This design comes from an exercise in tuning for small area on the open sky130 flow, not from production work.
In this exercise RTL edits were held to simulation tests only and were not proved equivalent to the original.
In every run shown here, the design's own scripts or RTL, not TritonCTS, make the clock network.
The clock port is modelled as an ideal driver, which makes a skipped or thinned clock tree look cheaper than it is; a real chip needs a root buffer or a tree.
No activity file was given, so power comes from the tool's default toggle rates.

==> design/flow/flow/run.sh <==
#!/bin/bash
# The standard layout, with the smallest buffer on every port and a clock
# tree built by hand (flow/manual_cts.tcl) in place of TritonCTS. Each tool's
# output is in the ORFS logs under orfs/logs; make's own output is in flow.log.
set -euo pipefail
export BUFFER_PORTS_ARGS="-buffer_cell sky130_fd_sc_hd__buf_1"
export PRE_CTS_TCL="$PWD/flow/manual_cts.tcl"
export CLK_TREE_N=8
export CLK_ROOT_BUF=sky130_fd_sc_hd__clkbuf_8
export CLK_TREE_BUF=sky130_fd_sc_hd__clkbuf_8
export POST_CTS_TCL="$PWD/flow/post_cts.tcl"
bash standard.sh > flow.log 2>&1
==> design/flow/flow/manual_cts.tcl <==
# Hand-built clock tree: the clock port drives a root buffer (CLK_ROOT_BUF), or
# with none the leaf buffers directly; CLK_TREE_N leaf buffers (CLK_TREE_BUF)
# each drive one balanced cluster of the clock sinks (recursive median
# bisection of the placed sinks). TritonCTS is then skipped.
set ntree [expr {[info exists ::env(CLK_TREE_N)] ? $::env(CLK_TREE_N) : 4}]
set bufname [expr {[info exists ::env(CLK_TREE_BUF)] ? $::env(CLK_TREE_BUF) : "sky130_fd_sc_hd__clkbuf_16"}]

set block [ord::get_db_block]
set db [ord::get_db]
set clk [$block findNet i_clk]
set master [$db findMaster $bufname]

set sinks {}
foreach it [$clk getITerms] {
  set inst [$it getInst]
  set loc [$inst getLocation]
  lappend sinks [list [lindex $loc 0] [lindex $loc 1] $it]
}
puts "manual clock tree: [llength $sinks] sinks, $ntree x $bufname"

proc split_sinks { items n axis } {
  if { $n <= 1 } { return [list $items] }
  set sorted [lsort -integer -index $axis $items]
  set n1 [expr {$n / 2}]
  set k [expr {([llength $sorted] * $n1) / $n}]
  set a [lrange $sorted 0 [expr {$k - 1}]]
  set b [lrange $sorted $k end]
  set next [expr {1 - $axis}]
  return [concat [split_sinks $a $n1 $next] [split_sinks $b [expr {$n - $n1}] $next]]
}

set clusters [split_sinks $sinks $ntree 0]
set src $clk
if { [info exists ::env(CLK_ROOT_BUF)] && $::env(CLK_ROOT_BUF) != "" } {
  set root [odb::dbInst_create $block [$db findMaster $::env(CLK_ROOT_BUF)] "clkbuf_manual_root"]
  set src [odb::dbNet_create $block "clknet_manual_root"]
  $src setSigType CLOCK
  [$root findITerm A] connect $clk
  [$root findITerm X] connect $src
  set sx 0; set sy 0
  foreach s $sinks { incr sx [lindex $s 0]; incr sy [lindex $s 1] }
  $root setLocation [expr {$sx / [llength $sinks]}] [expr {$sy / [llength $sinks]}]
  $root setPlacementStatus PLACED
  puts "  root buffer $::env(CLK_ROOT_BUF)"
}
set i 0
foreach cl $clusters {
  set sx 0; set sy 0
  foreach s $cl { incr sx [lindex $s 0]; incr sy [lindex $s 1] }
  set cx [expr {$sx / [llength $cl]}]
  set cy [expr {$sy / [llength $cl]}]
  set buf [odb::dbInst_create $block $master "clkbuf_manual_$i"]
  set net [odb::dbNet_create $block "clknet_manual_$i"]
  $net setSigType CLOCK
  [$buf findITerm A] connect $src
  [$buf findITerm X] connect $net
  foreach s $cl {
    set it [lindex $s 2]
    $it disconnect
    $it connect $net
  }
  $buf setLocation $cx $cy
  $buf setPlacementStatus PLACED
  puts "  cluster $i: [llength $cl] sinks, buffer at $cx $cy"
  incr i
}

set_propagated_clock [all_clocks]

proc clock_tree_synthesis { args } {
  puts "clock_tree_synthesis skipped: the clock tree was built by hand"
}
==> design/flow/flow/post_cts.tcl <==
# Downsize cells on paths with timing slack to spare, then legalize again
repair_timing -recover_power 100
detailed_placement
check_placement -verbose
==> design/flow/standard.sh <==
#!/bin/bash
# synth_recipe.tcl (not shown) runs the flow's synth.tcl, then flattens the netlist and writes it again
# the make line also repeats each setting of config.mk as NAME=value (left out here)
make -C /OpenROAD-flow-scripts/flow DESIGN_CONFIG=/design/flow/config.mk WORK_HOME=/design/flow/orfs CLKGATE_MAP_FILE= SYNTH_SCRIPT=/design/flow/synth_recipe.tcl "${@:-finish}"
==> design/flow/config.mk <==
export PLATFORM = sky130hd
export DESIGN_NAME = analogizer_top
export DESIGN_NICKNAME = analogizer_top
export VERILOG_FILES = /design/flow/design.v
export SDC_FILE = /design/flow/constraint.sdc
export NUM_CORES = 4
export LEC_CHECK = 0
export CAP_MARGIN = 20
export CORE_MARGIN = 2
export CORE_UTILIZATION = 60
export SLEW_MARGIN = 20
export SYNTH_HIERARCHICAL = 1
==> design/flow/constraint.sdc <==
create_clock -name core_clock -period 10.0 [get_ports {i_clk}]
set_input_delay 2.0000 -clock core_clock [delete_from_list [all_inputs] [get_ports {i_clk}]]
set_output_delay 2.0000 -clock core_clock [all_outputs]
set_load 0.01 [all_outputs]
==> design/flow/design.v <==
`timescale 1ns/1ps
module analogizer_fa (
	input  logic i_a,
	input  logic i_b,
	input  logic i_c,
	output logic o_s,
	output logic o_c
);
	assign o_s = i_a ^ i_b ^ i_c;
	assign o_c = (i_a & i_b) | (i_a & i_c) | (i_b & i_c);
endmodule
module ypbpr_converter (
	input  logic [8:0] i_an,  
	input  logic [8:0] i_bn,  
	input  logic [7:0] i_g,
	output logic [5:0] o_y,
	output logic [5:0] o_pb_n,
	output logic [5:0] o_pr
);
	logic [8:0] n_i_an;
	assign n_i_an = ~i_an;
	logic [8:0] n_i_bn;
	assign n_i_bn = ~i_bn;
	logic [7:0] n_i_g;
	assign n_i_g = ~i_g;
	logic ys0, yc0;
	analogizer_fa u_y0 (.i_a(n_i_an[1]), .i_b(i_bn[1]), .i_c(i_bn[0]), .o_s(ys0), .o_c(yc0));
	logic ys1, yc1;
	analogizer_fa u_y1 (.i_a(n_i_an[2]), .i_b(n_i_an[0]), .i_c(i_bn[2]), .o_s(ys1), .o_c(yc1));
	logic ys2, yc2;
	analogizer_fa u_y2 (.i_a(n_i_an[3]), .i_b(n_i_an[1]), .i_c(n_i_an[0]), .o_s(ys2), .o_c(yc2));
	logic ys3, yc3;
	analogizer_fa u_y3 (.i_a(n_i_an[4]), .i_b(n_i_an[2]), .i_c(n_i_an[1]), .o_s(ys3), .o_c(yc3));
	logic ys4, yc4;
	analogizer_fa u_y4 (.i_a(n_i_an[5]), .i_b(n_i_an[3]), .i_c(n_i_an[2]), .o_s(ys4), .o_c(yc4));
	logic ys5, yc5;
	analogizer_fa u_y5 (.i_a(i_bn[4]), .i_b(n_i_bn[0]), .i_c(n_i_bn[5]), .o_s(ys5), .o_c(yc5));
	logic ys6, yc6;
	analogizer_fa u_y6 (.i_a(n_i_an[6]), .i_b(n_i_an[4]), .i_c(n_i_an[3]), .o_s(ys6), .o_c(yc6));
	logic ys7, yc7;
	analogizer_fa u_y7 (.i_a(n_i_an[0]), .i_b(i_bn[6]), .i_c(i_bn[5]), .o_s(ys7), .o_c(yc7));
	logic ys8, yc8;
	analogizer_fa u_y8 (.i_a(n_i_an[7]), .i_b(n_i_an[5]), .i_c(n_i_an[4]), .o_s(ys8), .o_c(yc8));
	logic ys9, yc9;
	analogizer_fa u_y9 (.i_a(n_i_an[1]), .i_b(i_bn[7]), .i_c(i_bn[6]), .o_s(ys9), .o_c(yc9));
	logic ys10, yc10;
	analogizer_fa u_y10 (.i_a(i_g[0]), .i_b(n_i_an[8]), .i_c(n_i_an[6]), .o_s(ys10), .o_c(yc10));
	logic ys11, yc11;
	analogizer_fa u_y11 (.i_a(n_i_an[5]), .i_b(n_i_an[2]), .i_c(i_bn[8]), .o_s(ys11), .o_c(yc11));
	logic ys12, yc12;
	analogizer_fa u_y12 (.i_a(i_g[1]), .i_b(n_i_an[7]), .i_c(n_i_an[6]), .o_s(ys12), .o_c(yc12));
	logic ys13, yc13;
	analogizer_fa u_y13 (.i_a(n_i_an[3]), .i_b(i_bn[8]), .i_c(n_i_bn[4]), .o_s(ys13), .o_c(yc13));
	logic ys14, yc14;
	analogizer_fa u_y14 (.i_a(i_g[2]), .i_b(n_i_an[8]), .i_c(n_i_an[7]), .o_s(ys14), .o_c(yc14));
	logic ys15, yc15;
	analogizer_fa u_y15 (.i_a(i_g[3]), .i_b(n_i_an[8]), .i_c(n_i_an[5]), .o_s(ys15), .o_c(yc15));
	logic ys16, yc16;
	analogizer_fa u_y16 (.i_a(n_i_an[6]), .i_b(n_i_bn[7]), .i_c(n_i_g[4]), .o_s(ys16), .o_c(yc16));
	logic ys17, yc17;
	analogizer_fa u_y17 (.i_a(i_g[5]), .i_b(n_i_an[7]), .i_c(n_i_bn[8]), .o_s(ys17), .o_c(yc17));
	logic ys18, yc18;
	analogizer_fa u_y18 (.i_a(yc0), .i_b(ys1), .i_c(i_bn[1]), .o_s(ys18), .o_c(yc18));
	logic ys19, yc19;
	analogizer_fa u_y19 (.i_a(yc1), .i_b(ys2), .i_c(i_bn[3]), .o_s(ys19), .o_c(yc19));
	logic ys20, yc20;
	analogizer_fa u_y20 (.i_a(yc2), .i_b(ys3), .i_c(i_bn[4]), .o_s(ys20), .o_c(yc20));
	logic ys21, yc21;
	analogizer_fa u_y21 (.i_a(yc3), .i_b(ys4), .i_c(ys5), .o_s(ys21), .o_c(yc21));
	logic ys22, yc22;
	analogizer_fa u_y22 (.i_a(yc4), .i_b(yc5), .i_c(ys6), .o_s(ys22), .o_c(yc22));
	logic ys23, yc23;
	analogizer_fa u_y23 (.i_a(ys7), .i_b(n_i_bn[1]), .i_c(i_bn[5]), .o_s(ys23), .o_c(yc23));
	logic ys24, yc24;
	analogizer_fa u_y24 (.i_a(yc6), .i_b(yc7), .i_c(ys8), .o_s(ys24), .o_c(yc24));
	logic ys25, yc25;
	analogizer_fa u_y25 (.i_a(yc8), .i_b(yc9), .i_c(ys10), .o_s(ys25), .o_c(yc25));
	logic ys26, yc26;
	analogizer_fa u_y26 (.i_a(ys11), .i_b(i_bn[7]), .i_c(n_i_bn[3]), .o_s(ys26), .o_c(yc26));
	logic ys27, yc27;
	analogizer_fa u_y27 (.i_a(yc10), .i_b(yc11), .i_c(ys12), .o_s(ys27), .o_c(yc27));
	logic ys28, yc28;
	analogizer_fa u_y28 (.i_a(yc12), .i_b(yc13), .i_c(ys14), .o_s(ys28), .o_c(yc28));
	logic ys29, yc29;
	analogizer_fa u_y29 (.i_a(yc14), .i_b(ys15), .i_c(n_i_bn[6]), .o_s(ys29), .o_c(yc29));
	logic ys30, yc30;
	analogizer_fa u_y30 (.i_a(yc16), .i_b(ys17), .i_c(i_g[4]), .o_s(ys30), .o_c(yc30));
	logic ys31, yc31;
	analogizer_fa u_y31 (.i_a(yc17), .i_b(i_g[6]), .i_c(n_i_an[8]), .o_s(ys31), .o_c(yc31));
	logic ys32, yc32;
	analogizer_fa u_y32 (.i_a(yc18), .i_b(ys19), .i_c(i_bn[2]), .o_s(ys32), .o_c(yc32));
	logic ys33, yc33;
	analogizer_fa u_y33 (.i_a(yc19), .i_b(ys20), .i_c(i_bn[3]), .o_s(ys33), .o_c(yc33));
	logic ys34, yc34;
	analogizer_fa u_y34 (.i_a(yc21), .i_b(ys22), .i_c(ys23), .o_s(ys34), .o_c(yc34));
	logic ys35, yc35;
	analogizer_fa u_y35 (.i_a(yc22), .i_b(yc23), .i_c(ys24), .o_s(ys35), .o_c(yc35));
	logic ys36, yc36;
	analogizer_fa u_y36 (.i_a(yc24), .i_b(ys25), .i_c(ys26), .o_s(ys36), .o_c(yc36));
	logic ys37, yc37;
	analogizer_fa u_y37 (.i_a(yc25), .i_b(yc26), .i_c(ys27), .o_s(ys37), .o_c(yc37));
	logic ys38, yc38;
	analogizer_fa u_y38 (.i_a(yc27), .i_b(ys28), .i_c(n_i_an[4]), .o_s(ys38), .o_c(yc38));
	logic ys39, yc39;
	analogizer_fa u_y39 (.i_a(yc29), .i_b(yc15), .i_c(ys16), .o_s(ys39), .o_c(yc39));
	logic ys40, yc40;
	analogizer_fa u_y40 (.i_a(yc33), .i_b(yc20), .i_c(ys21), .o_s(ys40), .o_c(yc40));
	logic ys41, yc41;
	analogizer_fa u_y41 (.i_a(yc34), .i_b(ys35), .i_c(ys9), .o_s(ys41), .o_c(yc41));
	logic ys42, yc42;
	analogizer_fa u_y42 (.i_a(yc36), .i_b(ys37), .i_c(ys13), .o_s(ys42), .o_c(yc42));
	logic ys43, yc43;
	analogizer_fa u_y43 (.i_a(yc37), .i_b(ys38), .i_c(n_i_bn[5]), .o_s(ys43), .o_c(yc43));
	logic ys44, yc44;
	analogizer_fa u_y44 (.i_a(yc38), .i_b(yc28), .i_c(ys29), .o_s(ys44), .o_c(yc44));
	logic ys45, yc45;
	analogizer_fa u_y45 (.i_a(yc41), .i_b(yc35), .i_c(ys36), .o_s(ys45), .o_c(yc45));
	wire y0 = n_i_an[0] & i_bn[0];
	wire y1 = ys0 & y0;
	wire y2 = ys18 & y1;
	wire y3 = ys32 & y2;
	wire y4 = (yc32 & ys33) | (yc32 & y3) | (ys33 & y3);
	wire y5 = ys40 & y4;
	wire y6 = (yc40 & ys34) | (yc40 & y5) | (ys34 & y5);
	wire y7 = (ys41 & n_i_bn[2]) | (ys41 & y6) | (n_i_bn[2] & y6);
	wire y8 = ys45 & y7;
	wire y9 = (yc45 & ys42) | (yc45 & y8) | (ys42 & y8);
	logic ys46, yc46;
	analogizer_fa u_y46 (.i_a(yc42), .i_b(ys43), .i_c(y9), .o_s(ys46), .o_c(yc46));
	logic ys47, yc47;
	analogizer_fa u_y47 (.i_a(yc43), .i_b(ys44), .i_c(yc46), .o_s(ys47), .o_c(yc47));
	logic ys48, yc48;
	analogizer_fa u_y48 (.i_a(yc44), .i_b(ys39), .i_c(yc47), .o_s(ys48), .o_c(yc48));
	logic ys49, yc49;
	analogizer_fa u_y49 (.i_a(yc39), .i_b(ys30), .i_c(yc48), .o_s(ys49), .o_c(yc49));
	logic ys50, yc50;
	analogizer_fa u_y50 (.i_a(yc30), .i_b(ys31), .i_c(yc49), .o_s(ys50), .o_c(yc50));
	logic ys51, yc51;
	analogizer_fa u_y51 (.i_a(yc31), .i_b(n_i_g[7]), .i_c(yc50), .o_s(ys51), .o_c(yc51));
	assign o_y = {ys51, ys50, ys49, ys48, ys47, ys46};
	logic pbs0, pbc0;
	analogizer_fa u_pb0 (.i_a(i_an[3]), .i_b(n_i_an[1]), .i_c(n_i_an[0]), .o_s(pbs0), .o_c(pbc0));
	logic pbs1, pbc1;
	analogizer_fa u_pb1 (.i_a(i_an[4]), .i_b(n_i_an[2]), .i_c(n_i_an[1]), .o_s(pbs1), .o_c(pbc1));
	logic pbs2, pbc2;
	analogizer_fa u_pb2 (.i_a(i_an[5]), .i_b(n_i_an[3]), .i_c(n_i_an[2]), .o_s(pbs2), .o_c(pbc2));
	logic pbs3, pbc3;
	analogizer_fa u_pb3 (.i_a(i_an[6]), .i_b(n_i_an[4]), .i_c(n_i_an[3]), .o_s(pbs3), .o_c(pbc3));
	logic pbs4, pbc4;
	analogizer_fa u_pb4 (.i_a(i_bn[0]), .i_b(i_an[7]), .i_c(n_i_an[5]), .o_s(pbs4), .o_c(pbc4));
	logic pbs5, pbc5;
	analogizer_fa u_pb5 (.i_a(i_bn[1]), .i_b(n_i_an[6]), .i_c(n_i_an[5]), .o_s(pbs5), .o_c(pbc5));
	logic pbs6, pbc6;
	analogizer_fa u_pb6 (.i_a(i_bn[2]), .i_b(n_i_an[7]), .i_c(n_i_an[6]), .o_s(pbs6), .o_c(pbc6));
	logic pbs7, pbc7;
	analogizer_fa u_pb7 (.i_a(i_bn[3]), .i_b(n_i_an[8]), .i_c(n_i_an[7]), .o_s(pbs7), .o_c(pbc7));
	logic pbs8, pbc8;
	analogizer_fa u_pb8 (.i_a(i_bn[4]), .i_b(n_i_an[8]), .i_c(n_i_an[6]), .o_s(pbs8), .o_c(pbc8));
	logic pbs9, pbc9;
	analogizer_fa u_pb9 (.i_a(i_bn[6]), .i_b(n_i_an[8]), .i_c(i_bn[5]), .o_s(pbs9), .o_c(pbc9));
	logic pbs10, pbc10;
	analogizer_fa u_pb10 (.i_a(pbc1), .i_b(pbs2), .i_c(n_i_an[0]), .o_s(pbs10), .o_c(pbc10));
	logic pbs11, pbc11;
	analogizer_fa u_pb11 (.i_a(pbc2), .i_b(pbs3), .i_c(n_i_an[1]), .o_s(pbs11), .o_c(pbc11));
	logic pbs12, pbc12;
	analogizer_fa u_pb12 (.i_a(pbc3), .i_b(pbs4), .i_c(n_i_an[4]), .o_s(pbs12), .o_c(pbc12));
	logic pbs13, pbc13;
	analogizer_fa u_pb13 (.i_a(pbc4), .i_b(pbs5), .i_c(n_i_an[3]), .o_s(pbs13), .o_c(pbc13));
	logic pbs14, pbc14;
	analogizer_fa u_pb14 (.i_a(pbc5), .i_b(pbs6), .i_c(n_i_an[4]), .o_s(pbs14), .o_c(pbc14));
	logic pbs15, pbc15;
	analogizer_fa u_pb15 (.i_a(pbc6), .i_b(pbs7), .i_c(n_i_an[5]), .o_s(pbs15), .o_c(pbc15));
	logic pbs16, pbc16;
	analogizer_fa u_pb16 (.i_a(pbc8), .i_b(n_i_an[7]), .i_c(n_i_bn[5]), .o_s(pbs16), .o_c(pbc16));
	logic pbs17, pbc17;
	analogizer_fa u_pb17 (.i_a(pbc11), .i_b(pbs12), .i_c(n_i_an[2]), .o_s(pbs17), .o_c(pbc17));
	logic pbs18, pbc18;
	analogizer_fa u_pb18 (.i_a(pbc12), .i_b(pbs13), .i_c(n_i_an[8]), .o_s(pbs18), .o_c(pbc18));
	logic pbs19, pbc19;
	analogizer_fa u_pb19 (.i_a(pbc13), .i_b(pbs14), .i_c(n_i_an[8]), .o_s(pbs19), .o_c(pbc19));
	logic pbs20, pbc20;
	analogizer_fa u_pb20 (.i_a(pbc14), .i_b(pbs15), .i_c(i_an[8]), .o_s(pbs20), .o_c(pbc20));
	logic pbs21, pbc21;
	analogizer_fa u_pb21 (.i_a(pbc15), .i_b(pbc7), .i_c(pbs8), .o_s(pbs21), .o_c(pbc21));
	wire pb0 = i_an[2] & n_i_an[0];
	wire pb1 = pbs0 & pb0;
	wire pb2 = (pbc0 & pbs1) | (pbc0 & pb1) | (pbs1 & pb1);
	wire pb3 = pbs10 & pb2;
	wire pb4 = (pbc10 & pbs11) | (pbc10 & pb3) | (pbs11 & pb3);
	wire pb5 = pbs17 & pb4;
	wire pb6 = (pbc17 & pbs18) | (pbc17 & pb5) | (pbs18 & pb5);
	wire pb7 = (pbc18 & pbs19) | (pbc18 & pb6) | (pbs19 & pb6);
	logic pbs22, pbc22;
	analogizer_fa u_pb22 (.i_a(pbc19), .i_b(pbs20), .i_c(pb7), .o_s(pbs22), .o_c(pbc22));
	logic pbs23, pbc23;
	analogizer_fa u_pb23 (.i_a(pbc20), .i_b(pbs21), .i_c(pbc22), .o_s(pbs23), .o_c(pbc23));
	logic pbs24, pbc24;
	analogizer_fa u_pb24 (.i_a(pbc21), .i_b(pbs16), .i_c(pbc23), .o_s(pbs24), .o_c(pbc24));
	logic pbs25, pbc25;
	analogizer_fa u_pb25 (.i_a(pbc16), .i_b(pbs9), .i_c(pbc24), .o_s(pbs25), .o_c(pbc25));
	logic pbs26, pbc26;
	analogizer_fa u_pb26 (.i_a(pbc9), .i_b(n_i_bn[7]), .i_c(pbc25), .o_s(pbs26), .o_c(pbc26));
	logic pbs27, pbc27;
	analogizer_fa u_pb27 (.i_a(i_bn[8]), .i_b(n_i_bn[7]), .i_c(pbc26), .o_s(pbs27), .o_c(pbc27));
	assign o_pb_n = {pbs27, pbs26, pbs25, pbs24, pbs23, pbs22};
	logic prs0, prc0;
	analogizer_fa u_pr0 (.i_a(i_bn[4]), .i_b(i_bn[2]), .i_c(i_bn[0]), .o_s(prs0), .o_c(prc0));
	logic prs1, prc1;
	analogizer_fa u_pr1 (.i_a(i_bn[5]), .i_b(i_bn[3]), .i_c(i_bn[1]), .o_s(prs1), .o_c(prc1));
	logic prs2, prc2;
	analogizer_fa u_pr2 (.i_a(i_bn[6]), .i_b(i_bn[4]), .i_c(i_bn[2]), .o_s(prs2), .o_c(prc2));
	logic prs3, prc3;
	analogizer_fa u_pr3 (.i_a(n_i_an[0]), .i_b(i_bn[7]), .i_c(i_bn[5]), .o_s(prs3), .o_c(prc3));
	logic prs4, prc4;
	analogizer_fa u_pr4 (.i_a(i_bn[8]), .i_b(i_bn[6]), .i_c(i_bn[4]), .o_s(prs4), .o_c(prc4));
	logic prs5, prc5;
	analogizer_fa u_pr5 (.i_a(i_bn[7]), .i_b(i_bn[5]), .i_c(n_i_an[1]), .o_s(prs5), .o_c(prc5));
	logic prs6, prc6;
	analogizer_fa u_pr6 (.i_a(n_i_an[3]), .i_b(i_bn[8]), .i_c(i_bn[6]), .o_s(prs6), .o_c(prc6));
	logic prs7, prc7;
	analogizer_fa u_pr7 (.i_a(n_i_an[5]), .i_b(i_bn[8]), .i_c(n_i_an[4]), .o_s(prs7), .o_c(prc7));
	logic prs8, prc8;
	analogizer_fa u_pr8 (.i_a(prc2), .i_b(prs3), .i_c(i_bn[3]), .o_s(prs8), .o_c(prc8));
	logic prs9, prc9;
	analogizer_fa u_pr9 (.i_a(prc3), .i_b(prs4), .i_c(i_an[1]), .o_s(prs9), .o_c(prc9));
	logic prs10, prc10;
	analogizer_fa u_pr10 (.i_a(prc4), .i_b(prs5), .i_c(i_an[2]), .o_s(prs10), .o_c(prc10));
	logic prs11, prc11;
	analogizer_fa u_pr11 (.i_a(prc5), .i_b(prs6), .i_c(n_i_an[2]), .o_s(prs11), .o_c(prc11));
	logic prs12, prc12;
	analogizer_fa u_pr12 (.i_a(prc6), .i_b(i_bn[7]), .i_c(i_an[4]), .o_s(prs12), .o_c(prc12));
	wire pr0 = i_bn[2] & i_bn[0];
	wire pr1 = (i_bn[3] & i_bn[1]) | (i_bn[3] & pr0) | (i_bn[1] & pr0);
	wire pr2 = prs0 & pr1;
	wire pr3 = (prc0 & prs1) | (prc0 & pr2) | (prs1 & pr2);
	wire pr4 = (prc1 & prs2) | (prc1 & pr3) | (prs2 & pr3);
	wire pr5 = prs8 & pr4;
	wire pr6 = (prc8 & prs9) | (prc8 & pr5) | (prs9 & pr5);
	wire pr7 = (prc9 & prs10) | (prc9 & pr6) | (prs10 & pr6);
	logic prs13, prc13;
	analogizer_fa u_pr13 (.i_a(prc10), .i_b(prs11), .i_c(pr7), .o_s(prs13), .o_c(prc13));
	logic prs14, prc14;
	analogizer_fa u_pr14 (.i_a(prc11), .i_b(prs12), .i_c(prc13), .o_s(prs14), .o_c(prc14));
	logic prs15, prc15;
	analogizer_fa u_pr15 (.i_a(prc12), .i_b(prs7), .i_c(prc14), .o_s(prs15), .o_c(prc15));
	logic prs16, prc16;
	analogizer_fa u_pr16 (.i_a(prc7), .i_b(i_an[6]), .i_c(prc15), .o_s(prs16), .o_c(prc16));
	logic prs17, prc17;
	analogizer_fa u_pr17 (.i_a(n_i_an[6]), .i_b(i_an[7]), .i_c(prc16), .o_s(prs17), .o_c(prc17));
	logic prs18, prc18;
	analogizer_fa u_pr18 (.i_a(n_i_an[7]), .i_b(i_an[8]), .i_c(prc17), .o_s(prs18), .o_c(prc18));
	assign o_pr = {prs18, prs17, prs16, prs15, prs14, prs13};
endmodule
`timescale 1ns/1ps
module analogizer_top (
	input  logic       i_clk,
	input  logic       i_rst,
	input  logic       i_ena,
	input  logic [1:0] i_video_mode,
	input  logic [7:0] i_r,
	input  logic [7:0] i_g,
	input  logic [7:0] i_b,
	input  logic       i_hsync,
	input  logic       i_vsync,
	input  logic       i_csync,
	input  logic       i_blank_n,
	input  logic       i_ce_pix,
	input  logic       i_poll_req,
	input  logic [7:4] i_bank0_in,
	output logic       o_poll_ack,
	output logic       o_busy,
	output logic [15:0] o_p1_buttons,
	output logic [15:0] o_p2_buttons,
	output logic [7:0] o_bank1_out,
	output logic [7:0] o_bank2_out,
	output logic [7:0] o_bank3_out,
	output logic       o_bank1_dir,
	output logic       o_bank2_dir,
	output logic       o_bank3_dir
);
	logic m0, m2, m3, pass_rg;
	assign m0 = i_video_mode == 2'd0;
	assign m2 = i_video_mode == 2'd2;
	assign m3 = i_video_mode == 2'd3;
	assign pass_rg = i_blank_n && !m3;
	logic [7:0] s1_rn, s1_g, s1_bn;
	logic s1_m2, s1_hs, s1_vs, s1_bl, s1_pix;
	always_ff @(posedge i_clk) begin
		s1_rn  <= ~(pass_rg ? i_r : 8'd0);
		s1_g   <= pass_rg ? i_g : 8'd0;
		s1_bn  <= ~(m3 ? 8'hff : (i_blank_n ? i_b : 8'd0));
		s1_m2  <= m2;
		s1_hs  <= m0 ? i_csync : (m3 ? i_hsync : 1'b1);
		s1_vs  <= m0 ? 1'b1 : (m3 ? i_vsync : i_csync);
		s1_bl  <= i_blank_n || m2;
		s1_pix <= i_ce_pix;
	end
	logic [8:0] a_n, b_n, a_cn, b_cn;
	assign a_cn[0] = 1'b0;
	assign b_cn[0] = 1'b1;
	genvar gi;
	generate
		for (gi = 0; gi < 8; gi++) begin : g_sub_ripple
			analogizer_fa u_fa_a (.i_a(s1_rn[gi]), .i_b(s1_g[gi]), .i_c(a_cn[gi]), .o_s(a_n[gi]), .o_c(a_cn[gi + 1]));
			analogizer_fa u_fa_b (.i_a(s1_bn[gi]), .i_b(s1_g[gi]), .i_c(b_cn[gi]), .o_s(b_n[gi]), .o_c(b_cn[gi + 1]));
		end
	endgenerate
	assign a_n[8] = a_cn[8];
	assign b_n[8] = b_cn[8];
	logic [5:0] y6, pb6_n, pr6;
	ypbpr_converter u_ypbpr (
		.i_an(a_n), .i_bn(b_n), .i_g(s1_g),
		.o_y(y6), .o_pb_n(pb6_n), .o_pr(pr6)
	);
	logic [5:0] s2_r_n, s2_g_n, s2_b_n;
	logic s2_hs, s2_vs, s2_bl, s2_pix;
	logic rst_q, rst_seen;
	always_ff @(posedge i_clk) begin
		s2_r_n <= s1_m2 ? ~pr6 : s1_rn[7:2];
		s2_g_n <= ~(s1_m2 ? y6 : s1_g[7:2]);
		s2_b_n <= s1_m2 ? pb6_n : s1_bn[7:2];
		s2_hs  <= s1_hs;
		s2_vs  <= s1_vs;
		s2_bl  <= s1_bl;
		s2_pix <= s1_pix;
		rst_q    <= i_rst;
		rst_seen <= i_rst || rst_q;
	end
	logic [7:0] step;
	logic idle, done, busy, sample, snac_latch, snac_pad_clk;
	logic [32:0] ring;
	assign idle    = !step[7] && step[6] && !step[3];
	assign done    = !step[7] && !step[6];
	assign busy    = step[7] || (step[6] && step[3]);
	assign sample  = step[7] && (step[2:0] == 3'd3);
	assign snac_latch   = !step[7] && step[3];
	assign snac_pad_clk = step[7] && step[2];
	assign o_poll_ack   = done;
	assign o_busy       = busy;
	always_ff @(posedge i_clk) begin
		if (i_rst || (done && !i_poll_req))
			step <= 8'd119;
		else if (busy || (idle && i_poll_req))
			step <= step + 8'd1;
	end
	always_ff @(posedge i_clk) begin
		ring <= {ring[31:4], sample ? ~i_bank0_in[5] : ring[3], ring[2:0],
			sample ? ~i_bank0_in[6] : ring[32]};
	end
	logic [15:0] word1, word2;
	always_comb begin
		for (int k = 0; k < 16; k++) begin
			word1[k] = ring[(123 - 8 * k) % 33];
			word2[k] = ring[(127 - 8 * k) % 33];
		end
	end
	logic take, hold;
	assign take = (&step) && !i_rst;
	assign hold = !(&step) && !i_rst;
	analogizer_word_reg u_p1 (.i_clk(i_clk), .i_take(take), .i_hold(hold), .i_d(word1), .o_q(o_p1_buttons));
	analogizer_word_reg u_p2 (.i_clk(i_clk), .i_take(take), .i_hold(hold), .i_d(word2), .o_q(o_p2_buttons));
	logic pins_on, pins_next, vid_on;
	assign pins_next = !i_rst && i_ena;
	assign vid_on    = pins_next && !rst_seen;
	always_ff @(posedge i_clk) begin
		pins_on <= pins_next;
		o_bank3_out <= {~(s2_r_n | {6{!vid_on}}), s2_hs & vid_on, pins_next & (rst_seen | s2_vs)};
		o_bank2_out <= {~(s2_b_n[0] | !vid_on), s2_bl & vid_on, ~(s2_g_n | {6{!vid_on}})};
		o_bank1_out <= {snac_pad_clk & pins_next, snac_latch & pins_next, s2_pix & vid_on, ~(s2_b_n[5:1] | {5{!vid_on}})};
	end
	assign o_bank1_dir = pins_on;
	assign o_bank2_dir = pins_on;
	assign o_bank3_dir = pins_on;
endmodule
module analogizer_word_reg (
	input  logic        i_clk,
	input  logic        i_take,
	input  logic        i_hold,
	input  logic [15:0] i_d,
	output logic [15:0] o_q
);
	always_ff @(posedge i_clk)
		o_q <= (i_d & {16{i_take}}) | (o_q & {16{i_hold}});
endmodule
==> results of run 1 <==
## placed cells by master (no fill, tap or decap), types with 3 or more instances in the layout
cell type  count
o21a_1         4
mux2i_1       14
nor3b_1        4
buf_1         95
nor2_1        28
clkbuf_8       9
dfxtp_1      151
clkbuf_1       4
a22o_1        32
o211ai_1       4
fa_1         115
nor3_1         5
o21ai_0        9
buf_4          4
a21oi_1       13
o2111ai_1      3
and3_1        11
nand2_1       18
inv_1         33
mux2_2         6
## stage by stage
step / cells / setup WS, ns
floorplan: 530 / 0.755
global placement: 737 / 0.661
finish: 746 / 0.572
global route: 746 / 0.200
detailed placement: 737 / 0.574
## Yosys stat by module (local to each module, per instance)
module	cell area (um2)	cells	times used
analogizer_top	3330	271	1
analogizer_word_reg	505	36	2
ypbpr_converter	438	72	1
analogizer_fa	20.0	1	115
## layer usage
layer / vias up / share of wire
met3: 13 / 0.041
li1: 1864 / -
met1: 2021 / 0.48
met2: 91 / 0.46
met4: 0 / 0.014
met5: - / 0
## layout make-up
type,instances,area [um2],area share
buffer,9,124,0.0166
timing repair buffer,103,402,0.0538
inverter,33,124,0.0166
multi-input combinational,307,3610,0.484
tap,143,179,0.0240
sequential,151,3020,0.405
## sequential cells by signal, indices dropped and copies added (netlist names), 6 cells and up
| signal | cells |
|---|---|
| s1_rn | 8 |
| s2_r_n | 6 |
| u_p2.o_q | 16 |
| u_p1.o_q | 16 |
| s1_bn | 8 |
| o_bank3_out | 8 |
| o_bank2_out | 8 |
| o_bank1_out | 8 |
| step | 8 |
| ring | 33 |
| s1_g | 8 |
| s2_b_n | 6 |
| s2_g_n | 6 |
## cells by family (layout without fill, tap and decap cells)
group	count (synthesis)	in the layout
DFF	151	151
adders and majority gates	118	118
and+or+nand+nor	88	88
AOI/OAI and AO/OA	76	76
buffers and inverters	72	145
muxes	22	22
other	2	2
xor gates and xnor gates	1	1
## critical path, cell delays in order, from the launching register on
cell      delay [ns]
dfxtp_1         0.42
fa_1            0.46
fa_1            0.40
fa_1            0.39
fa_1            0.38
fa_1            0.38
fa_1            0.38
fa_1            0.38
fa_1            0.54
inv_1           0.14
clkbuf_1        0.50
fa_1            0.53
fa_1            0.51
fa_1            0.44
fa_1            0.54
o221ai_1        0.21
nand3_1         0.13
fa_1            0.39
fa_1            0.39
fa_1            0.39
fa_1            0.42
fa_1            0.40
fa_1            0.49
mux2i_1         0.06
## worst min path at each step
stage | from | endpoint | depth (start not counted)
after detailed placement | s1_hs | s2_hs | 0
after global routing | s1_hs | s2_hs | 0
final | s1_hs | s2_hs | 0
after floorplan | s1_bl | s2_bl | 0
after global placement | s1_hs | s2_hs | 0
## power groups by stage
stage / Sequential [W] / Combinational [W] / Clock, W
floorplan: 0.000717 / 0.00163 / 0
global placement: 0.000735 / 0.00147 / 0
detailed placement: 0.000736 / 0.00154 / 0
global route: 0.000730 / 0.00177 / 0.000276
finish: 0.000721 / 0.00152 / 0.000247
==> impl_metrics.tcl, run 1 <==
set metrics [dict create \
    arrival_ns 9.68 \
    busiest_layer "met2" \
    drive_gt1_frac 0.0514 \
    stdcell_area_mm2 0.00747 \
    yosysTopAreaCell "dfxtp_1" \
    io_pins 100 \
    holdCritPathClass "register to register" \
    fmax_mhz 106 \
    period_share 0.943 \
    yosys.area_share.simple 0.0631 \
    ys_warn_count 8 \
    die_area_mm2 0.0127 \
    nets 761 \
    grt_pass1_vias 4221 \
    via_count 3989 \
    reg2reg_from "s1_g[0]" \
    critPathRequiredTime_ns 10.25 \
    place_area_mm2 0.00737 \
    cp-end-kind "register" \
    clockPowerShare 0.099 \
    ys.flop_type "dfxtp_1" \
    holdWs_ns 0.337 \
    synth_area_leaders "dfxtp_1 (43%), fa_1 (33%), a22o_1 (4.0%)" \
    num_rows 39 \
    grt-ovfl-total 0 \
    final_max_slew_viol_count 0 \
    cts.clk_slew.worst_paths_ns 0.11 \
    yosysMostFrequentCell "dfxtp_1" \
    combPwrFrac 0.611 \
    crit_start "s1_g[0]" \
    fp.dieW_um 113 \
    critPathCapture "s2_g_n[5]" \
    fin_setup_tns_ns 0 \
    syn_to_final_growth_pct 5.42 \
    antenna_cells 0 \
    grt_first_pass_wirelength_mm 21.5 \
    wirelength_mm 12.9 \
    coreArea_mm2 0.0115 \
    wl_per_cell_um 17.2 \
    yosys-mux-area-fraction 0.0336 \
    slew_headroom 0.295 \
    die-height_um 113 \
    leakagePower_nw 3.01 \
    synth-adder-area-share 0.330 \
    async_flop_share 0 \
    crit_path_max_fanout 7 \
    drtIter0Drc 197 \
    fin_total_pwr_w 0.00249 \
    n_fill_cell 916 \
    status "timing/DRC/antenna clean" \
    port_buffers 97 \
    synth_top_family_by_area "adder cells" \
    ys_ff_latch 151 \
    synth_area_mm2 0.00708 \
    antenna_found_initial 0 \
    synth_top_area_share 0.427 \
    synth-xor-area-share 0.00124 \
    p_sw_frac 0.403 \
    max_cap_viol_count 0 \
    synth.top_cells.by_count "dfxtp_1 (151), fa_1 (115), inv_1 (33), a22o_1 (32), nor2_1 (28)" \
    viasPerCell 5.35 \
    p_int_w 0.00149 \
    use_met3 0.0184 \
    ys_seq_area_frac 0.427 \
    dp_hpwl_mm 10.0 \
    r2r_cells 23 \
    pwr-share-seq 0.289 \
    synth_nets 686 \
    reg2reg_to "s2_g_n[5]" \
    grt_start_max_net_pins 33 \
    antenna_left 0 \
    critPathLaunchType "register" \
    crit_type "register to register" \
    rsz0062_at_grt "false" \
    synth_edf_count 0 \
    grt_use_met2 0.336 \
    final_util 0.651 \
    r2r_slack_ns 0.57 \
    min_period_ns 9.43 \
    skew_ns 0.0129 \
    yosysUniqueCellTypes 51 \
    use_met1 0.330 \
    gp_congestion 0.840 \
    setup-violations-final 0 \
    drc 0 \
    dr.pass1.iters 4 \
    powerDensity_mw_per_mm2 334 \
    clk_latency_ns 0.39 \
    start_util 0.618 \
    netlist_instances 530 \
    hold_viol_final 0 \
    avgSynthCellArea_um2 13.4 \
    vdd_ir_drop_max_uv 297 \
    worst_pin_slew_ns 1.06 \
    synth_compound_area_frac 0.0836 \
    gr-usage-all-layers 0.211 \
    p_switching_w 0.00100 \
]
==> run 2: changes to the inputs <==
--- a/design/flow/config.mk
+++ b/design/flow/config.mk
@@ -8,5 +8,5 @@
 export CAP_MARGIN = 20
 export CORE_MARGIN = 2
-export CORE_UTILIZATION = 60
+export CORE_UTILIZATION = 40
 export SLEW_MARGIN = 20
 export SYNTH_HIERARCHICAL = 1
==> impl_metrics.tcl, run 2 <==
set metrics [dict create \
    status "timing/DRC/antenna clean" \
    r2r_slack_ns 0.48 \
    fmax_mhz 105 \
    powerDensity_mw_per_mm2 328 \
    regMostFlops "ring" \
    via_count 3955 \
    synth_top_area_share 0.427 \
    worst_pin_slew_ns 0.975 \
    leakagePower_nw 3.00 \
    ys.flop_type "dfxtp_1" \
    p_int_w 0.00147 \
    ys_ff_latch 151 \
    p_sw_frac 0.405 \
    gr-usage-all-layers 0.147 \
    port_buffers 97 \
    viasPerCell 4.78 \
    yosysUniqueCellTypes 51 \
    yosysTopAreaCell "dfxtp_1" \
    avgSynthCellArea_um2 13.4 \
    netlist_instances 530 \
    num_rows 48 \
    final_cell_mix "dfxtp_1 (151), fa_1 (115), buf_1 (95)" \
    arrival_ns 9.80 \
    antenna_found_initial 0 \
    grt-ovfl-total 0 \
    synth_area_mm2 0.00708 \
    grt_start_max_net_pins 33 \
    period_share 0.952 \
    ys_seq_area_frac 0.427 \
    crit_path_max_fanout 7 \
    n_fill_cell 1629 \
    wl_per_cell_um 16.3 \
    yosysMostFrequentCell "dfxtp_1" \
    ys_warn_count 8 \
    critPathLaunchType "register" \
    max_cap_viol_count 0 \
    largest_reg_flops 33 \
    syn_to_final_growth_pct 6.82 \
    cpMostUsedCell "fa_1" \
    slowest_stage "fa_1" \
    synth.top_cells.by_count "dfxtp_1 (151), fa_1 (115), inv_1 (33), a22o_1 (32), nor2_1 (28)" \
    antenna_left 0 \
    slew_headroom 0.350 \
    synth_nets 686 \
    start_util 0.409 \
    drc 0 \
    pwr-share-seq 0.291 \
    hold_depth 0 \
    antenna_cells 0 \
    min_period_ns 9.52 \
    wirelength_mm 13.4 \
    cp-end-kind "register" \
    critPathRequiredTime_ns 10.28 \
    hold_viol_final 0 \
    async_flop_share 0 \
    final_max_slew_viol_count 0 \
    fin_setup_tns_ns 0 \
    setup-violations-final 0 \
    synth_area_leaders "dfxtp_1 (43%), fa_1 (33%), a22o_1 (4.0%)" \
    vdd_ir_drop_max_uv 173 \
    skew_ns 0.0175 \
    clk_latency_ns 0.42 \
    synth_edf_count 0 \
    crit_type "register to register" \
    holdCritPathClass "register to register" \
    nets 760 \
    reg.largest.list "ring x33, u_p1.o_q x16, u_p2.o_q x16" \
    final_util 0.437 \
    cp_cell_sequence "fa_1 -> fa_1 -> fa_1 -> fa_1 -> fa_1 -> fa_1 -> fa_1 -> fa_1 -> inv_1 -> clkbuf_1 -> fa_1 -> fa_1 -> fa_1 -> fa_1 -> o221ai_1 -> nand3_1 -> fa_1 -> fa_1 -> fa_1 -> fa_1 -> fa_1 -> fa_1 -> mux2i_1" \
    clockPowerShare 0.101 \
    p_switching_w 0.00100 \
    gp_congestion 0.837 \
    r2r_cells 23 \
    drtIter0Drc 220 \
    rsz0062_at_grt "false" \
    cts.clk_slew.worst_paths_ns 0.12 \
    final_common_cell "dfxtp_1" \
    path_depth 23 \
    combPwrFrac 0.608 \
    crit_family "adder cells" \
    worst-path-buf-inv 2 \
    dr.pass1.iters 4 \
    drive_gt1_frac 0.0515 \
    io_pins 100 \
    fp.dieW_um 137 \
    dp_hpwl_mm 10.6 \
    grt_pass1_vias 4310 \
    die-height_um 137 \
    die_area_mm2 0.0188 \
    grt_first_pass_wirelength_mm 21.9 \
    coreArea_mm2 0.0173 \
    max_stage_delay_ns 0.56 \
    fin_total_pwr_w 0.00248 \
]
-- run 2: changes by cell type in the layout (fill, tap and decap cells not counted), sizes merged --
| cell | delta |
|---|---|
| clkbuf | -1 |
-- run 2: power groups by stage --
stage / sequential [W] / combinational, W / clock [W]
final: 0.000720 / 0.00151 / 0.000250
after global placement: 0.000735 / 0.00148 / 0
after global routing: 0.000729 / 0.00175 / 0.000285
after floorplan: 0.000717 / 0.00163 / 0
after detailed placement: 0.000736 / 0.00153 / 0
-- run 2: area by class of cell --
type                            instances  area [um2]  share of cell area
Tap cell                              225         282              0.0372
Multi-Input combinational cell        307        3610               0.478
Sequential cell                       151        3020               0.400
Inverter                               33         124              0.0164
Timing Repair Buffer                  102         398              0.0526
Buffer                                  9         124              0.0164
-- run 2: per-stage QoR --
step,cells,cell area (um2),setup WS (ns),hold slack (ns)
final,827,7560,0.481,0.341
after global routing,827,7560,0.0947,0.340
after detailed placement,818,7470,0.547,0.316
after global placement,818,7470,0.647,0.311
after floorplan,530,7080,0.755,0.310
-- run 2: kinds of logic after synthesis --
group | share of synthesized area
other | 0.00106
and+or+nand+nor | 0.0631
muxes | 0.0336
AOI/OAI and AO/OA | 0.0836
buffers and inverters | 0.0604
adders and majority gates | 0.330
DFF | 0.427
xor gates and xnor gates | 0.00124
-- run 2: Yosys stat by module (local to each module, per instance) --
| module | flops+latches | cells inside | area [um2] |
|---|---|---|---|
| ypbpr_converter | 0 | 72 | 438 |
| analogizer_top | 119 | 271 | 3330 |
| analogizer_word_reg | 16 | 36 | 505 |
| analogizer_fa | 0 | 1 | 20.0 |
-- run 2: routing by layer --
layer,track usage,vias to the layer above,wire (um)
met3,0.0152,15,622
met2,0.237,90,6210
met5,0,-,0
li1,-,1863,-
met1,0.219,1987,6390
met4,0.0206,0,217
-- run 2: worst paths after layout --
check | end | startpoint
setup / recovery | s2_g_n[5] | s1_g[0]
hold reg to reg | s2_bl | s1_bl
setup reg to reg | s2_g_n[5] | s1_g[0]
hold / removal | s2_bl | s1_bl
-- run 2: worst register-to-register path, delay by kind of cell, from the launching register on --
kind,cells,cell delay (ns)
compound gates,1,0.23
simple gates,1,0.17
buf+inv,2,0.68
flops,1,0.41
mux,1,0.06
fa+ha+maj,18,7.83
==> run 3: changes to the inputs <==
--- a/design/flow/design.v
+++ b/design/flow/design.v
@@ -10,4 +10,13 @@
 	assign o_c = (i_a & i_b) | (i_a & i_c) | (i_b & i_c);
 endmodule
+module analogizer_ha (
+	input  logic i_a,
+	input  logic i_b,
+	output logic o_s,
+	output logic o_c
+);
+	assign o_s = i_a ^ i_b;
+	assign o_c = i_a & i_b;
+endmodule
 module ypbpr_converter (
 	input  logic [8:0] i_an,  
@@ -285,5 +294,5 @@
 	assign pass_rg = i_blank_n && !m3;
 	logic [7:0] s1_rn, s1_g, s1_bn;
-	logic s1_m2, s1_hs, s1_vs, s1_bl, s1_pix;
+	logic s1_m2, s1_hs_n, s1_vs, s1_bl_n, s1_pix;   
 	always_ff @(posedge i_clk) begin
 		s1_rn  <= ~(pass_rg ? i_r : 8'd0);
@@ -291,15 +300,16 @@
 		s1_bn  <= ~(m3 ? 8'hff : (i_blank_n ? i_b : 8'd0));
 		s1_m2  <= m2;
-		s1_hs  <= m0 ? i_csync : (m3 ? i_hsync : 1'b1);
+		s1_hs_n <= ~(m0 ? i_csync : (m3 ? i_hsync : 1'b1));
 		s1_vs  <= m0 ? 1'b1 : (m3 ? i_vsync : i_csync);
-		s1_bl  <= i_blank_n || m2;
+		s1_bl_n <= !(i_blank_n || m2);
 		s1_pix <= i_ce_pix;
 	end
 	logic [8:0] a_n, b_n, a_cn, b_cn;
-	assign a_cn[0] = 1'b0;
 	assign b_cn[0] = 1'b1;
+	analogizer_ha u_ha_a (.i_a(s1_rn[0]), .i_b(s1_g[0]), .o_s(a_n[0]), .o_c(a_cn[1]));
+	analogizer_fa u_fa_b (.i_a(s1_bn[0]), .i_b(s1_g[0]), .i_c(b_cn[0]), .o_s(b_n[0]), .o_c(b_cn[1]));
 	genvar gi;
 	generate
-		for (gi = 0; gi < 8; gi++) begin : g_sub_ripple
+		for (gi = 1; gi < 8; gi++) begin : g_sub_ripple
 			analogizer_fa u_fa_a (.i_a(s1_rn[gi]), .i_b(s1_g[gi]), .i_c(a_cn[gi]), .o_s(a_n[gi]), .o_c(a_cn[gi + 1]));
 			analogizer_fa u_fa_b (.i_a(s1_bn[gi]), .i_b(s1_g[gi]), .i_c(b_cn[gi]), .o_s(b_n[gi]), .o_c(b_cn[gi + 1]));
@@ -314,5 +324,5 @@
 	);
 	logic [5:0] s2_r_n, s2_g_n, s2_b_n;
-	logic s2_hs, s2_vs, s2_bl, s2_pix;
+	logic s2_hs_n, s2_vs, s2_bl_n, s2_pix;
 	logic rst_q, rst_seen;
 	always_ff @(posedge i_clk) begin
@@ -320,7 +330,7 @@
 		s2_g_n <= ~(s1_m2 ? y6 : s1_g[7:2]);
 		s2_b_n <= s1_m2 ? pb6_n : s1_bn[7:2];
-		s2_hs  <= s1_hs;
+		s2_hs_n <= s1_hs_n;
 		s2_vs  <= s1_vs;
-		s2_bl  <= s1_bl;
+		s2_bl_n <= s1_bl_n;
 		s2_pix <= s1_pix;
 		rst_q    <= i_rst;
@@ -365,6 +375,6 @@
 	always_ff @(posedge i_clk) begin
 		pins_on <= pins_next;
-		o_bank3_out <= {~(s2_r_n | {6{!vid_on}}), s2_hs & vid_on, pins_next & (rst_seen | s2_vs)};
-		o_bank2_out <= {~(s2_b_n[0] | !vid_on), s2_bl & vid_on, ~(s2_g_n | {6{!vid_on}})};
+		o_bank3_out <= {~(s2_r_n | {6{!vid_on}}), !(s2_hs_n || !vid_on), pins_next & (rst_seen | s2_vs)};
+		o_bank2_out <= {~(s2_b_n[0] | !vid_on), !(s2_bl_n || !vid_on), ~(s2_g_n | {6{!vid_on}})};
 		o_bank1_out <= {snac_pad_clk & pins_next, snac_latch & pins_next, s2_pix & vid_on, ~(s2_b_n[5:1] | {5{!vid_on}})};
 	end
--- a/design/flow/flow/run.sh
+++ b/design/flow/flow/run.sh
@@ -6,5 +6,5 @@
 export BUFFER_PORTS_ARGS="-buffer_cell sky130_fd_sc_hd__buf_1"
 export PRE_CTS_TCL="$PWD/flow/manual_cts.tcl"
-export CLK_TREE_N=8
+export CLK_TREE_N=7
 export CLK_ROOT_BUF=sky130_fd_sc_hd__clkbuf_8
 export CLK_TREE_BUF=sky130_fd_sc_hd__clkbuf_8
--- a/design/flow/config.mk
+++ b/design/flow/config.mk
@@ -8,5 +8,5 @@
 export CAP_MARGIN = 20
 export CORE_MARGIN = 2
-export CORE_UTILIZATION = 40
+export CORE_UTILIZATION = 60
 export SLEW_MARGIN = 20
 export SYNTH_HIERARCHICAL = 1
==> impl_metrics.tcl, run 3 <==
set metrics [dict create \
    largest_reg_flops 33 \
    via_count 3911 \
    fp.dieW_um 112 \
    wl_per_cell_um 17.2 \
    num_rows 39 \
    setup-violations-final 0 \
    drc 0 \
    arrival_ns 9.43 \
    final_util 0.647 \
    drtIter0Drc 244 \
    clk_latency_ns 0.39 \
    yosysTopAreaCell "dfxtp_1" \
    final_common_cell "dfxtp_1" \
    n_fill_cell 919 \
    grt_pass1_vias 4184 \
    grt_start_max_net_pins 33 \
    slew_headroom 0.290 \
    crit_path_max_fanout 7 \
    crit_type "register to register" \
    antenna_found_initial 0 \
    coreArea_mm2 0.0115 \
    drive_gt1_frac 0.0504 \
    cp-end-kind "register" \
    fin_total_pwr_w 0.00242 \
    synth_nets 680 \
    start_util 0.615 \
    synth_area_mm2 0.00706 \
    yosysMostFrequentCell "dfxtp_1" \
    ys_seq_area_frac 0.428 \
    period_share 0.918 \
    wirelength_mm 12.7 \
    synth.top_cells.by_count "dfxtp_1 (151), fa_1 (114), a22o_1 (32), inv_1 (30), nor2_1 (25)" \
    synth_top_area_share 0.428 \
    holdCritPathClass "register to register" \
    fin_cells 738 \
    gp_congestion 0.831 \
    yosysUniqueCellTypes 53 \
    skew_ns 0.00859 \
    nets 753 \
    dr.pass1.iters 4 \
    gr-usage-all-layers 0.208 \
    reg.largest.list "ring x33, u_p1.o_q x16, u_p2.o_q x16" \
    netlist_instances 524 \
    die-height_um 112 \
    vdd_ir_drop_max_uv 261 \
    ys_warn_count 8 \
    max_cap_viol_count 0 \
    io_pins 100 \
    status "timing/DRC/antenna clean" \
    hold_viol_final 0 \
    avgSynthCellArea_um2 13.5 \
    worst_pin_slew_ns 1.06 \
    min_period_ns 9.18 \
    critPathRequiredTime_ns 10.25 \
    regMostFlops "ring" \
    leakagePower_nw 3.00 \
    dp.cells 730 \
    holdWs_ns 0.341 \
    rsz0062_at_grt "false" \
    cts.clk_slew.worst_paths_ns 0.12 \
    synth_area_leaders "dfxtp_1 (43%), fa_1 (32%), a22o_1 (4.0%)" \
    fmax_mhz 109 \
    grt_first_pass_wirelength_mm 21.2 \
    final_cell_mix "dfxtp_1 (151), fa_1 (114), buf_1 (95)" \
    antenna_left 0 \
    critPathLaunchType "register" \
    dp_hpwl_mm 9.83 \
    synth_edf_count 0 \
    viasPerCell 5.30 \
    ys_ff_latch 151 \
    final_max_slew_viol_count 0 \
    ys.flop_type "dfxtp_1" \
    port_buffers 97 \
    die_area_mm2 0.0126 \
    async_flop_share 0 \
    grt-ovfl-total 0 \
    powerDensity_mw_per_mm2 326 \
    antenna_cells 0 \
    fin_setup_tns_ns 0 \
    syn_to_final_growth_pct 5.19 \
]
run 3: per-stage QoR:
step	cell area, um2	setup WS [ns]
floorplan	7060	1.00
global placement	7340	0.926
detailed placement	7340	0.811
global route	7420	0.353
finish	7420	0.823
run 3: cells by family (layout without fill, tap and decap cells):
group                      count (synthesis)  after routing  share of synthesized area
DFF                                      151            151                      0.428
adders and majority gates                118            118                      0.330
and+or+nand+nor                           84             84                     0.0613
buffers and inverters                     69            140                     0.0590
xor gates and xnor gates                   1              1                    0.00124
other                                      1              1                   0.000531
AOI/OAI and AO/OA                         78             78                     0.0856
muxes                                     22             22                     0.0337
run 3: report_power, final:
| group | total (W) | switching [W] | leakage [nW] | internal [W] |
|---|---|---|---|---|
| registers | 0.000721 | 0.0000463 | 1.24 | 0.000674 |
| logic | 0.00146 | 0.000764 | 1.70 | 0.000701 |
| clock network | 0.000236 | 0.000162 | 0.0575 | 0.0000735 |
| total | 0.00242 | 0.000973 | 3.00 | 0.00145 |
run 3: routing by layer:
| metal | routed length [um] | GRT usage | vias up |
|---|---|---|---|
| met2 | 5930 | 0.343 | 93 |
| met5 | 0 | 0 | - |
| met4 | 176 | 0.0244 | 0 |
| li1 | - | - | 1845 |
| met1 | 5970 | 0.313 | 1963 |
| met3 | 595 | 0.0259 | 10 |
run 3: path summary, 6_finish.rpt:
| check | start | to | slack, ns | cells after the start |
|---|---|---|---|---|
| hold / removal | s1_bl_n | s2_bl_n | 0.34 | 0 |
| hold reg to reg | s1_bl_n | s2_bl_n | 0.34 | 0 |
| setup / recovery | s1_g[0] | s2_g_n[5] | 0.82 | 23 |
| setup reg to reg | s1_g[0] | s2_g_n[5] | 0.82 | 23 |
run 3: worst max-delay path: stages, from the launching register on:
cell      delay [ns]
dfxtp_1         0.39
ha_1            0.23
fa_1            0.37
fa_1            0.40
fa_1            0.40
fa_1            0.39
fa_1            0.39
fa_1            0.39
fa_1            0.54
inv_1           0.14
clkbuf_1        0.50
fa_1            0.52
fa_1            0.52
fa_1            0.45
fa_1            0.54
o221ai_1        0.22
nand3_1         0.13
fa_1            0.39
fa_1            0.39
fa_1            0.40
fa_1            0.40
fa_1            0.39
fa_1            0.50
mux2i_1         0.06
run 3: modules after synthesis (local to each module, per instance):
module	times used	cells inside	flops+latches
analogizer_fa	114	1	0
analogizer_top	1	265	119
analogizer_ha	1	1	0
analogizer_word_reg	2	36	16
ypbpr_converter	1	72	0
run 3: cell type report:
| cell class | instances | area, um2 | area share |
|---|---|---|---|
| multi-input combinational | 304 | 3600 | 0.485 |
| timing repair buffer | 102 | 398 | 0.0536 |
| inverter | 30 | 113 | 0.0152 |
| tap | 143 | 179 | 0.0241 |
| buffer | 8 | 110 | 0.0148 |
| sequential | 151 | 3020 | 0.407 |
==> run 4: changes to the inputs <==
--- a/design/flow/flow/run.sh
+++ b/design/flow/flow/run.sh
@@ -6,5 +6,5 @@
 export BUFFER_PORTS_ARGS="-buffer_cell sky130_fd_sc_hd__buf_1"
 export PRE_CTS_TCL="$PWD/flow/manual_cts.tcl"
-export CLK_TREE_N=7
+export CLK_TREE_N=8
 export CLK_ROOT_BUF=sky130_fd_sc_hd__clkbuf_8
 export CLK_TREE_BUF=sky130_fd_sc_hd__clkbuf_8
==> impl_metrics.tcl, run 4 <==
set metrics [dict create \
    ys_ff_latch 151 \
    powerDensity_mw_per_mm2 326 \
    port_buffers 97 \
    n_fill_cell 916 \
    synth_edf_count 0 \
    dp_hpwl_mm 9.83 \
    combPwrFrac 0.600 \
    grt-ovfl-total 0 \
    drtIter0Drc 239 \
    yosysTopAreaCell "dfxtp_1" \
    avgSynthCellArea_um2 13.5 \
    synth_area_leaders "dfxtp_1 (43%), fa_1 (32%), a22o_1 (4.0%)" \
    clockPowerShare 0.103 \
    yosysUniqueCellTypes 53 \
    fmax_mhz 109 \
    wl_per_cell_um 17.3 \
    pwr-share-seq 0.297 \
    holdWs_ns 0.336 \
    grt_pass1_vias 4182 \
    status "timing/DRC/antenna clean" \
    gr-usage-all-layers 0.210 \
    p_switching_w 0.000972 \
    fp.dieW_um 112 \
    coreArea_mm2 0.0115 \
    arrival_ns 9.47 \
    worst_pin_slew_ns 1.02 \
    fin_setup_tns_ns 0 \
    clk_latency_ns 0.39 \
    multi_input_area_mm2 0.00360 \
    ys_warn_count 8 \
    min_period_ns 9.21 \
    antenna_found_initial 0 \
    regArea_mm2 0.00302 \
    synth_top_area_share 0.428 \
    ys.flop_type "dfxtp_1" \
    regMostFlops "ring" \
    antenna_cells 0 \
    async_flop_share 0 \
    crit_type "register to register" \
    critPathLaunchType "register" \
    wirelength_mm 12.8 \
    gp_congestion 0.831 \
    via_count 3912 \
    nets 754 \
    final_cell_mix "dfxtp_1 (151), fa_1 (114), buf_1 (95)" \
    final_common_cell "dfxtp_1" \
    cp-end-kind "register" \
    synth_area_mm2 0.00706 \
    holdCritPathClass "register to register" \
    setup-violations-final 0 \
    synth_nets 680 \
    reg.largest.list "ring x33, u_p1.o_q x16, u_p2.o_q x16" \
    die_area_mm2 0.0126 \
    ys_seq_area_frac 0.428 \
    yosysMostFrequentCell "dfxtp_1" \
    hold_viol_final 0 \
    synth.top_cells.by_count "dfxtp_1 (151), fa_1 (114), a22o_1 (32), inv_1 (30), nor2_1 (25)" \
    vdd_ir_drop_max_uv 259 \
    rsz0062_at_grt "false" \
    antenna_left 0 \
    dr.pass1.iters 4 \
    final_max_slew_viol_count 0 \
    grt_first_pass_wirelength_mm 21.3 \
    p_int_w 0.00145 \
    crit_path_max_fanout 7 \
    start_util 0.615 \
    num_rows 39 \
    drc 0 \
    netlist_instances 524 \
    largest_reg_flops 33 \
    leakagePower_nw 3.01 \
    viasPerCell 5.29 \
    slew_headroom 0.320 \
    syn_to_final_growth_pct 5.39 \
    grt_start_max_net_pins 33 \
    die-height_um 112 \
    period_share 0.921 \
    cts.clk_slew.worst_paths_ns 0.12 \
    skew_ns 0.0150 \
    io_pins 100 \
    p_sw_frac 0.401 \
    critPathRequiredTime_ns 10.25 \
    drive_gt1_frac 0.0520 \
    max_cap_viol_count 0 \
]
run 4: critical path: stages (launching register included):
cell,delay [ns]
dfxtp_1,0.40
ha_1,0.24
fa_1,0.37
fa_1,0.40
fa_1,0.40
fa_1,0.39
fa_1,0.39
fa_1,0.39
fa_1,0.53
inv_1,0.14
clkbuf_1,0.50
fa_1,0.52
fa_1,0.52
fa_1,0.44
fa_1,0.54
o221ai_1,0.22
nand3_1,0.13
fa_1,0.39
fa_1,0.39
fa_1,0.40
fa_1,0.40
fa_1,0.40
fa_1,0.52
mux2i_1,0.07
run 4: area by class of cell:
class,instances,area share
tap,143,0.0241
multi-input combinational,304,0.484
sequential,151,0.406
inverter,30,0.0151
buffer,9,0.0167
timing repair buffer,102,0.0535
run 4: power by group through the flow:
stage	Combinational [W]	Sequential, W	Clock (W)
2_1_floorplan	0.00156	0.000717	0
3_3_place_gp	0.00142	0.000735	0
3_5_place_dp	0.00147	0.000736	0
5_1_grt	0.00171	0.000731	0.000280
6_report	0.00146	0.000721	0.000250
run 4: per-layer routing:
metal | global-route usage | wire length [um]
met1 | 0.316 | 6040
met2 | 0.344 | 6000
met3 | 0.0243 | 533
met4 | 0.0260 | 189
met5 | 0 | 0
run 4: worst paths after layout:
kind | startpoint | endpoint | slack [ns] | depth (start not counted)
worst max-delay path | s1_g[0] | s2_g_n[5] | 0.79 | 23
worst min-delay path | s1_vs | s2_vs | 0.34 | 0
worst max register to register | s1_g[0] | s2_g_n[5] | 0.79 | 23
worst min register to register | s1_vs | s2_vs | 0.34 | 0
run 4: cell families (layout without fill, tap and decap cells):
group / Yosys count / count (layout) / share of synthesized area
buffers and inverters: 69 / 141 / 0.0590
adder cells (fa/ha/maj): 118 / 118 / 0.330
other: 1 / 1 / 0.000531
AO/OA/AOI/OAI: 78 / 78 / 0.0856
multiplexers: 22 / 22 / 0.0337
AND/OR/NAND/NOR: 84 / 84 / 0.0613
flip-flops: 151 / 151 / 0.428
XOR/XNOR: 1 / 1 / 0.00124
run 4: per-module statistics from Yosys (local to each module, per instance):
module | flip-flops and latches | cells inside | cell area (um2)
analogizer_fa | 0 | 1 | 20.0
analogizer_top | 119 | 265 | 3310
ypbpr_converter | 0 | 72 | 438
analogizer_ha | 0 | 1 | 12.5
analogizer_word_reg | 16 | 36 | 505
run 4: stage by stage:
| step | total power [W] | std cells | util | worst slack (ns) | instance area [um2] |
|---|---|---|---|---|---|
| final | 0.00243 | 739 | 0.649 | 0.786 | 7440 |
| after detailed placement | 0.00221 | 730 | 0.640 | 0.811 | 7340 |
| after floorplan | 0.00227 | 524 | - | 1.00 | 7060 |
| after global routing | 0.00272 | 739 | 0.649 | 0.315 | 7440 |
| after global placement | 0.00215 | 730 | 0.640 | 0.926 | 7340 |
==> run 5: changes to the inputs <==
--- a/design/flow/flow/run.sh
+++ b/design/flow/flow/run.sh
@@ -6,6 +6,6 @@
 export BUFFER_PORTS_ARGS="-buffer_cell sky130_fd_sc_hd__buf_1"
 export PRE_CTS_TCL="$PWD/flow/manual_cts.tcl"
-export CLK_TREE_N=8
-export CLK_ROOT_BUF=sky130_fd_sc_hd__clkbuf_8
+export CLK_TREE_N=7
+export CLK_ROOT_BUF=sky130_fd_sc_hd__clkbuf_4
 export CLK_TREE_BUF=sky130_fd_sc_hd__clkbuf_8
 export POST_CTS_TCL="$PWD/flow/post_cts.tcl"
==> impl_metrics.tcl, run 5 <==
set metrics [dict create \
    cts.clk_slew.worst_paths_ns 0.12 \
    largest_reg_flops 33 \
    netlist_instances 524 \
    yosys.area_share.simple 0.0613 \
    async_flop_share 0 \
    slew_headroom 0.290 \
    grt_start_max_net_pins 33 \
    grt-ovfl-total 0 \
    min_period_ns 9.18 \
    p_sw_frac 0.403 \
    critPathRequiredTime_ns 10.34 \
    gr-usage-all-layers 0.208 \
    skew_ns 0.00862 \
    arrival_ns 9.51 \
    dr.pass1.iters 4 \
    wirelength_mm 12.7 \
    regMostFlops "ring" \
    combPwrFrac 0.606 \
    regArea_mm2 0.00302 \
    port_buffers 97 \
    fin_total_pwr_w 0.00242 \
    yosysMostFrequentCell "dfxtp_1" \
    syn_to_final_growth_pct 5.11 \
    n_fill_cell 920 \
    final_common_cell "dfxtp_1" \
    io_pins 100 \
    synth_edf_count 0 \
    fp.dieW_um 112 \
    preCtsSetupSlack_ns 0.811 \
    final_cell_mix "dfxtp_1 (151), fa_1 (114), buf_1 (95)" \
    grt_first_pass_wirelength_mm 21.2 \
    cp-end-kind "register" \
    wl_per_cell_um 17.2 \
    clockPowerShare 0.095 \
    holdCritPathClass "register to register" \
    p_int_w 0.00144 \
    drc 0 \
    nets 753 \
    holdWs_ns 0.341 \
    pwr-share-seq 0.298 \
    num_rows 39 \
    die_area_mm2 0.0126 \
    grt_pass1_vias 4184 \
    fmax_mhz 109 \
    ys_seq_area_frac 0.428 \
    critPathLaunchType "register" \
    powerDensity_mw_per_mm2 326 \
    worst_pin_slew_ns 1.06 \
    gp_congestion 0.831 \
    synth_top_area_share 0.428 \
    crit_type "register to register" \
    dp_hpwl_mm 9.83 \
    vdd_ir_drop_max_uv 261 \
    synth_compound_area_frac 0.0856 \
    yosysUniqueCellTypes 53 \
    antenna_cells 0 \
    ys.flop_type "dfxtp_1" \
    leakagePower_nw 3.00 \
    via_count 3910 \
    max_cap_viol_count 0 \
    status "timing/DRC/antenna clean" \
    die-height_um 112 \
    antenna_found_initial 0 \
    start_util 0.615 \
    antenna_left 0 \
    synth-xor-area-share 0.00124 \
    crit_path_max_fanout 7 \
    synth_nets 680 \
    hold_viol_final 0 \
    reg.largest.list "ring x33, u_p1.o_q x16, u_p2.o_q x16" \
    period_share 0.918 \
    setup-violations-final 0 \
    synth-adder-area-share 0.330 \
    ys_warn_count 8 \
    fin_ws_ns 0.825 \
    coreArea_mm2 0.0115 \
    ys_ff_latch 151 \
    synth_area_leaders "dfxtp_1 (43%), fa_1 (32%), a22o_1 (4.0%)" \
    synth_top_family_by_area "adder cells" \
    multi_input_area_mm2 0.00360 \
    drtIter0Drc 244 \
    yosysTopAreaCell "dfxtp_1" \
    synth.top_cells.by_count "dfxtp_1 (151), fa_1 (114), a22o_1 (32), inv_1 (30), nor2_1 (25)" \
    viasPerCell 5.30 \
    drive_gt1_frac 0.0504 \
    fin_setup_tns_ns 0 \
    final_max_slew_viol_count 0 \
    avgSynthCellArea_um2 13.5 \
    synth_area_mm2 0.00706 \
    clk_latency_ns 0.47 \
    p_switching_w 0.000973 \
    yosys-mux-area-fraction 0.0337 \
    rsz0062_at_grt "false" \
]
-- run 5: cell counts after synthesis --
Identical to the previous run, type by type.
-- run 5: critical path, stage by stage (launching register included) --
cell	delay (ns)
dfxtp_1	0.39
ha_1	0.23
fa_1	0.37
fa_1	0.40
fa_1	0.40
fa_1	0.39
fa_1	0.39
fa_1	0.39
fa_1	0.54
inv_1	0.14
clkbuf_1	0.50
fa_1	0.52
fa_1	0.52
fa_1	0.45
fa_1	0.54
o221ai_1	0.22
nand3_1	0.13
fa_1	0.39
fa_1	0.39
fa_1	0.40
fa_1	0.40
fa_1	0.39
fa_1	0.50
mux2i_1	0.06
-- run 5: path summary, 6_finish.rpt --
check / startpoint / to / slack [ns] / cells after the start
max: s1_g[0] / s2_g_n[5] / 0.82 / 23
min: s1_bl_n / s2_bl_n / 0.34 / 0
max reg2reg: s1_g[0] / s2_g_n[5] / 0.82 / 23
min reg2reg: s1_bl_n / s2_bl_n / 0.34 / 0
-- run 5: through the flow --
stage / utilization / std cells / area (um2)
final: 0.647 / 738 / 7420
after global routing: 0.647 / 738 / 7420
after detailed placement: 0.640 / 730 / 7340
after global placement: 0.640 / 730 / 7340
after floorplan: - / 524 / 7060
-- run 5: Yosys stat by module, one instance, submodules excluded --
module / flops+latches / cells inside
analogizer_top: 119 / 265
analogizer_word_reg: 16 / 36
ypbpr_converter: 0 / 72
analogizer_fa: 0 / 1
analogizer_ha: 0 / 1
-- run 5: layer usage --
| layer | vias up | wire [um] | track usage |
|---|---|---|---|
| met5 | - | 0 | 0 |
| met2 | 91 | 5930 | 0.343 |
| met1 | 1964 | 5970 | 0.313 |
| met4 | 0 | 173 | 0.0244 |
| met3 | 10 | 592 | 0.0259 |
| li1 | 1845 | - | - |
-- run 5: kinds of logic (layout without fill, tap and decap cells) --
kind of cell               Yosys count  count (layout)
muxes                               22              22
adders and majority gates          118             118
and+or+nand+nor                     84              84
other                                1               1
DFF                                151             151
xor gates and xnor gates             1               1
AOI/OAI and AO/OA                   78              78
buffers and inverters               69             140
-- run 5: layout make-up --
| class | count | area share |
|---|---|---|
| Multi-Input combinational cell | 304 | 0.486 |
| Sequential cell | 151 | 0.407 |
| Timing Repair Buffer | 102 | 0.0536 |
| Tap cell | 143 | 0.0241 |
| Inverter | 30 | 0.0152 |
| Buffer | 8 | 0.0140 |
-- run 5: power groups by stage --
stage	registers [W]	clock network, W	logic (W)
2_1_floorplan	0.000717	0	0.00156
3_5_place_dp	0.000736	0	0.00147
3_3_place_gp	0.000735	0	0.00142
5_1_grt	0.000731	0.000260	0.00170
6_report	0.000721	0.000231	0.00146

Setup slack of run 5, layout unchanged: 0.825 ns with ideal ports, 0.825 ns with driving cells assumed (clock clkbuf_16, inputs buf_2), 0.825 ns with port delays also shifted by the 0.496 ns mid clock arrival.
